Background: an optimization exercise with open tools, aiming at small area, a short achievable clock period and few clock cycles per item. Do not read the settings as production practice. Where RTL was checked, it was by simulation tests only, not by an equivalence proof against the original. No activity file was given, so power comes from the tool's default toggle rates.

==> inputs of 08-04 <==
==> flow/design.v <==
package lpst_pkg;
    localparam int KEY_W   = 14;
    localparam int SLOT_W  = 5;
    localparam int IN_W    = 16;
    localparam int OUT_W   = 8;
    localparam logic [1:0] CMD_FIND   = 2'd0;
    localparam logic [1:0] CMD_ADD    = 2'd1;
    localparam logic [1:0] CMD_REMOVE = 2'd2;
    localparam logic [1:0] CMD_CLEAR  = 2'd3;
    localparam logic [1:0] ST_DONE      = 2'd0;
    localparam logic [1:0] ST_NOT_FOUND = 2'd1;
    localparam logic [1:0] ST_DUPLICATE = 2'd2;
    localparam logic [1:0] ST_POOL_FULL = 2'd3;
endpackage
module linked_piece_set_table (
    input  logic        clk,
    input  logic        rst_n,
    input  logic        s_tvalid,
    output logic        s_tready,
    input  logic [15:0] s_tdata,
    output logic        m_tvalid,
    input  logic        m_tready,
    output logic [7:0]  m_tdata
);
    localparam int N = 32;
    logic [13:0]  key_q [N];
    logic [N-1:0] valid_q;
    logic [N-1:0] valid_d;
    logic         i_valid;
    logic [1:0]   i_cmd;
    logic [N-1:0] i_match;
    logic         q0v, q1v;
    logic         q1_free;      
    logic         rdy_q;        
    logic [6:0]   q0d, q1d;
    logic         take;
    logic         exec;
    logic         pop;
    assign take     = rdy_q;
    assign exec     = i_valid && q1_free;
    assign pop      = q0v && m_tready;
    assign s_tready = rdy_q;
    always_ff @(posedge clk or negedge rst_n)
    begin
        if (!rst_n)
            i_valid <= 1'b0;
        else if (take)
            i_valid <= s_tvalid;
    end
    always_ff @(posedge clk)
    begin
        if (take)
        begin
            i_cmd <= s_tdata[1:0];
            for (int i = 0; i < N; i++)
                i_match[i] <= (key_q[i] == s_tdata[15:2]);
        end
    end
    logic [N-1:0] hit;
    logic [N-1:0] lowfree;
    logic         any_hit;
    logic         full;
    logic [4:0]   hit_idx;
    logic [4:0]   free_idx;
    assign hit     = valid_q & i_match;
    assign any_hit = |hit;
    assign full    = &valid_q;
    assign lowfree[0] = !valid_q[0];
    for (genvar g = 1; g < N; g++)
    begin : g_lowfree
        assign lowfree[g] = !valid_q[g] && (&valid_q[g-1:0]);
    end
    always_comb
    begin
        hit_idx  = '0;
        free_idx = '0;
        for (int i = 0; i < N; i++)
        begin
            hit_idx  = hit_idx  | ({5{hit[i]}} & 5'(i));
            free_idx = free_idx | ({5{lowfree[i]}} & 5'(i));
        end
    end
    logic is_find, is_add, is_rem, is_clr;
    assign is_find = (i_cmd == 2'd0);
    assign is_add  = (i_cmd == 2'd1);
    assign is_rem  = (i_cmd == 2'd2);
    assign is_clr  = (i_cmd == 2'd3);
    logic [1:0] r_status;
    logic [4:0] r_slot;
    logic [6:0] r_data;
    always_comb
    begin
        r_status[1] = is_add && (any_hit || full);
        r_status[0] = ((is_find || is_rem) && !any_hit) || (is_add && !any_hit && full);
        if (is_add)
            r_slot = (any_hit || full) ? 5'd0 : free_idx;
        else if (is_clr)
            r_slot = 5'd0;
        else
            r_slot = hit_idx;
        r_data = {r_slot, r_status};
    end
    always_comb
    begin
        valid_d = valid_q;
        if (exec)
        begin
            if (is_clr)
                valid_d = '0;
            else if (is_rem)
                valid_d = valid_q & ~hit;
            else if (is_add && !any_hit)
                valid_d = valid_q | lowfree;
        end
    end
    always_ff @(posedge clk or negedge rst_n)
    begin
        if (!rst_n)
            valid_q <= '0;
        else
            valid_q <= valid_d;
    end
    always_ff @(posedge clk)
    begin
        for (int i = 0; i < N; i++)
            if (take && !valid_d[i])
                key_q[i] <= s_tdata[15:2];
    end
    always_ff @(posedge clk or negedge rst_n)
    begin
        if (!rst_n)
        begin
            q0v     <= 1'b0;
            q1v     <= 1'b0;
            q1_free <= 1'b1;
            rdy_q   <= 1'b0;
        end
        else
        begin
            if (pop)
            begin
                q0v     <= q1v || exec;
                q1v     <= q1v && exec;
                q1_free <= !(q1v && exec);
                rdy_q   <= !(q1v && exec);
            end
            else
            begin
                q0v     <= q0v || exec;
                q1v     <= q1v || (q0v && exec);
                q1_free <= !(q1v || (q0v && exec));
                rdy_q   <= !(q1v || (q0v && exec));
            end
        end
    end
    always_ff @(posedge clk)
    begin
        if (pop ? !q1v : !q0v)
            q0d <= r_data;
        else if (pop)
            q0d <= q1d;
        if (pop ? q1v : (q0v && !q1v))
            q1d <= r_data;
    end
    assign m_tvalid = q0v;
    assign m_tdata  = {1'b0, q0d};
endmodule
==> flow/run.sh <==
#!/bin/bash
# synth_recipe.tcl (not shown) runs the flow's synth.tcl, then flattens the netlist and writes it again
# the make line also repeats each setting of config.mk as NAME=value (left out here)
make -C /OpenROAD-flow-scripts/flow DESIGN_CONFIG=/design/flow/config.mk WORK_HOME=/design/flow/orfs CLKGATE_MAP_FILE= SYNTH_SCRIPT=/design/flow/synth_recipe.tcl finish
==> flow/config.mk <==
export PLATFORM = sky130hd
export DESIGN_NAME = linked_piece_set_table
export DESIGN_NICKNAME = linked_piece_set_table
export VERILOG_FILES = /design/flow/design.v
export SDC_FILE = /design/flow/constraint.sdc
export NUM_CORES = 4
export LEC_CHECK = 0
export ABC_CLOCK_PERIOD_IN_PS = 2500
export CAP_MARGIN = 20
export CORE_MARGIN = 2
export CORE_UTILIZATION = 40
export SETUP_SLACK_MARGIN = 4.3
export SLEW_MARGIN = 20
==> flow/constraint.sdc <==
create_clock -name core_clock -period 6.5 [get_ports {clk}]
set_input_delay 1.3000 -clock core_clock [delete_from_list [all_inputs] [get_ports {clk}]]
set_output_delay 1.3000 -clock core_clock [all_outputs]
set_load 0.01 [all_outputs]
==> 12-23 (differences from 08-04) <==
==> flow/design.v, changed modules only <==
module linked_piece_set_table (
    input  logic        clk,
    input  logic        rst_n,
    input  logic        s_tvalid,
    output logic        s_tready,
    input  logic [15:0] s_tdata,
    output logic        m_tvalid,
    input  logic        m_tready,
    output logic [7:0]  m_tdata
);
    localparam int N = 32;
    logic [13:0]  key_q [N];
    logic [N-1:0] valid_q;
    logic [N-1:0] valid_d;
    logic         i_valid;
    logic [1:0]   i_cmd;
    logic [N-1:0] i_hit;
    logic [2:0]   qv;           
    logic [6:0]   qd [3];
    logic         rdy_q;
    logic         accept;
    logic         pop;
    assign accept   = s_tvalid && rdy_q;
    assign pop      = qv[0] && m_tready;
    assign s_tready = rdy_q;
    always_ff @(posedge clk or negedge rst_n)
    begin
        if (!rst_n)
            i_valid <= 1'b0;
        else
            i_valid <= accept;
    end
    always_ff @(posedge clk)
    begin
        i_cmd <= s_tdata[1:0];
        for (int i = 0; i < N; i++)
            i_hit[i] <= valid_d[i] && (key_q[i] == s_tdata[15:2]);
    end
    logic [N-1:0] hit;
    logic [N-1:0] lowfree;
    logic         any_hit;
    logic         full;
    logic [4:0]   hit_idx;
    logic [4:0]   free_idx;
    assign hit     = i_hit;
    assign any_hit = |hit;
    assign full    = &valid_q;
    assign lowfree[0] = !valid_q[0];
    for (genvar g = 1; g < N; g++)
    begin : g_lowfree
        assign lowfree[g] = !valid_q[g] && (&valid_q[g-1:0]);
    end
    always_comb
    begin
        hit_idx  = '0;
        free_idx = '0;
        for (int i = 0; i < N; i++)
        begin
            hit_idx  = hit_idx  | ({5{hit[i]}} & 5'(i));
            free_idx = free_idx | ({5{lowfree[i]}} & 5'(i));
        end
    end
    logic is_find, is_add, is_rem, is_clr;
    assign is_find = (i_cmd == 2'd0);
    assign is_add  = (i_cmd == 2'd1);
    assign is_rem  = (i_cmd == 2'd2);
    assign is_clr  = (i_cmd == 2'd3);
    logic [1:0] r_status;
    logic [4:0] r_slot;
    logic [6:0] r_data;
    always_comb
    begin
        r_status[1] = is_add && (any_hit || full);
        r_status[0] = ((is_find || is_rem) && !any_hit) || (is_add && !any_hit && full);
        if (is_add)
            r_slot = (any_hit || full) ? 5'd0 : free_idx;
        else if (is_clr)
            r_slot = 5'd0;
        else
            r_slot = hit_idx;
        r_data = {r_slot, r_status};
    end
    always_comb
    begin
        valid_d = valid_q;
        if (i_valid)
        begin
            if (is_clr)
                valid_d = '0;
            else if (is_rem)
                valid_d = valid_q & ~hit;
            else if (is_add && !any_hit)
                valid_d = valid_q | lowfree;
        end
    end
    always_ff @(posedge clk or negedge rst_n)
    begin
        if (!rst_n)
            valid_q <= '0;
        else
            valid_q <= valid_d;
    end
    always_ff @(posedge clk)
    begin
        for (int i = 0; i < N; i++)
            if (!valid_d[i])
                key_q[i] <= s_tdata[15:2];
    end
    logic [2:0] qv_d;
    always_comb
    begin
        if (pop)
            qv_d = {1'b0, qv[2:1]};
        else
            qv_d = qv;
        if (i_valid)
            qv_d = {qv_d[1:0], 1'b1};
    end
    always_ff @(posedge clk or negedge rst_n)
    begin
        if (!rst_n)
        begin
            qv    <= '0;
            rdy_q <= 1'b0;
        end
        else
        begin
            qv    <= qv_d;
            rdy_q <= !(qv_d[2] || (qv_d[1] && accept));
        end
    end
    always_ff @(posedge clk)
    begin
        if (pop)
        begin
            qd[0] <= qv[1] ? qd[1] : r_data;
            qd[1] <= qv[2] ? qd[2] : r_data;
            qd[2] <= r_data;
        end
        else
        begin
            if (!qv[0]) qd[0] <= r_data;
            if (!qv[1]) qd[1] <= r_data;
            if (!qv[2]) qd[2] <= r_data;
        end
    end
    assign m_tvalid = qv[0];
    assign m_tdata  = {1'b0, qd[0]};
endmodule
--- a/flow/config.mk
+++ b/flow/config.mk
@@ -6,8 +6,11 @@
 export NUM_CORES = 4
 export LEC_CHECK = 0
-export ABC_CLOCK_PERIOD_IN_PS = 2500
 export CAP_MARGIN = 20
 export CORE_MARGIN = 2
-export CORE_UTILIZATION = 40
+export CORE_UTILIZATION = 50
+export CTS_CLUSTER_DIAMETER = 100
+export CTS_CLUSTER_SIZE = 30
+export PLACE_DENSITY = 0.75
 export SETUP_SLACK_MARGIN = 4.3
 export SLEW_MARGIN = 20
+export TNS_END_PERCENT = 10
==> summary of the runs <==
In 12-23 the wire length is smaller than in 08-04, by about 20%. In 08-04 the sequential power is larger than in 12-23, by about 36%. Of 08-04 and 12-23, 12-23 has the higher fmax (gap 10%, measured against 12-23). Between 08-04 and 12-23, the lower utilization is in 08-04 (gap 9.4 points). In 08-04 the first-iteration DRC count is larger than in 12-23, by 6.9%. Against 12-23, the hold slack of 08-04 is higher by 0.081 ns. In 12-23 the worst setup slack is better than in 08-04, by 0.28 ns. In combinational power, 08-04 is at 3.8 times the value of 12-23. Of 08-04 and 12-23, 08-04 has the higher synthesized area (gap about 1%, measured against 12-23). Against 08-04, the clock-buffer cell count of 12-23 is lower by 34. In 12-23 the via count is lower than in 08-04, by about 5.4%.
Testbench counts of 12-23, summed over its fixed seeds: cycles 24,016, items 24,000.
Only the layout flow was run in 08-04; the RTL was not checked for function there.

==> port drivers added, routing unchanged <==
Ports are ideal in the flow. The routed layouts listed here were re-timed in OpenROAD. Step 1, drivers: a clkbuf_16 drives clk and a buf_2 each remaining input, both assumed. Step 2 adds t to the input delays and takes it off the output delays; t is the mean of the earliest and latest rising clock arrival at the registers after step 1. Input paths then give back, and output paths get back, about the clock's delay inside the block. a / b / c = ideal ports / drivers / drivers and shift; a / b = the first two.
run | t, ns | setup WS [ns] | worst setup path after step 2 | worst data-port slew with drivers (ns) | cell pins on the clock port's net
08-04 | 0.663 | 3.821 / 3.821 / 3.524 | input to register | 0.07 | 1
12-23 | 0.620 | 4.096 / 4.048 / 3.607 | input to register | 0.23 | 1
After both steps every run listed still meets setup and hold. The setup slack of 12-23, which loses most, moves by -0.048 ns with the drivers and by -0.489 ns with both steps.
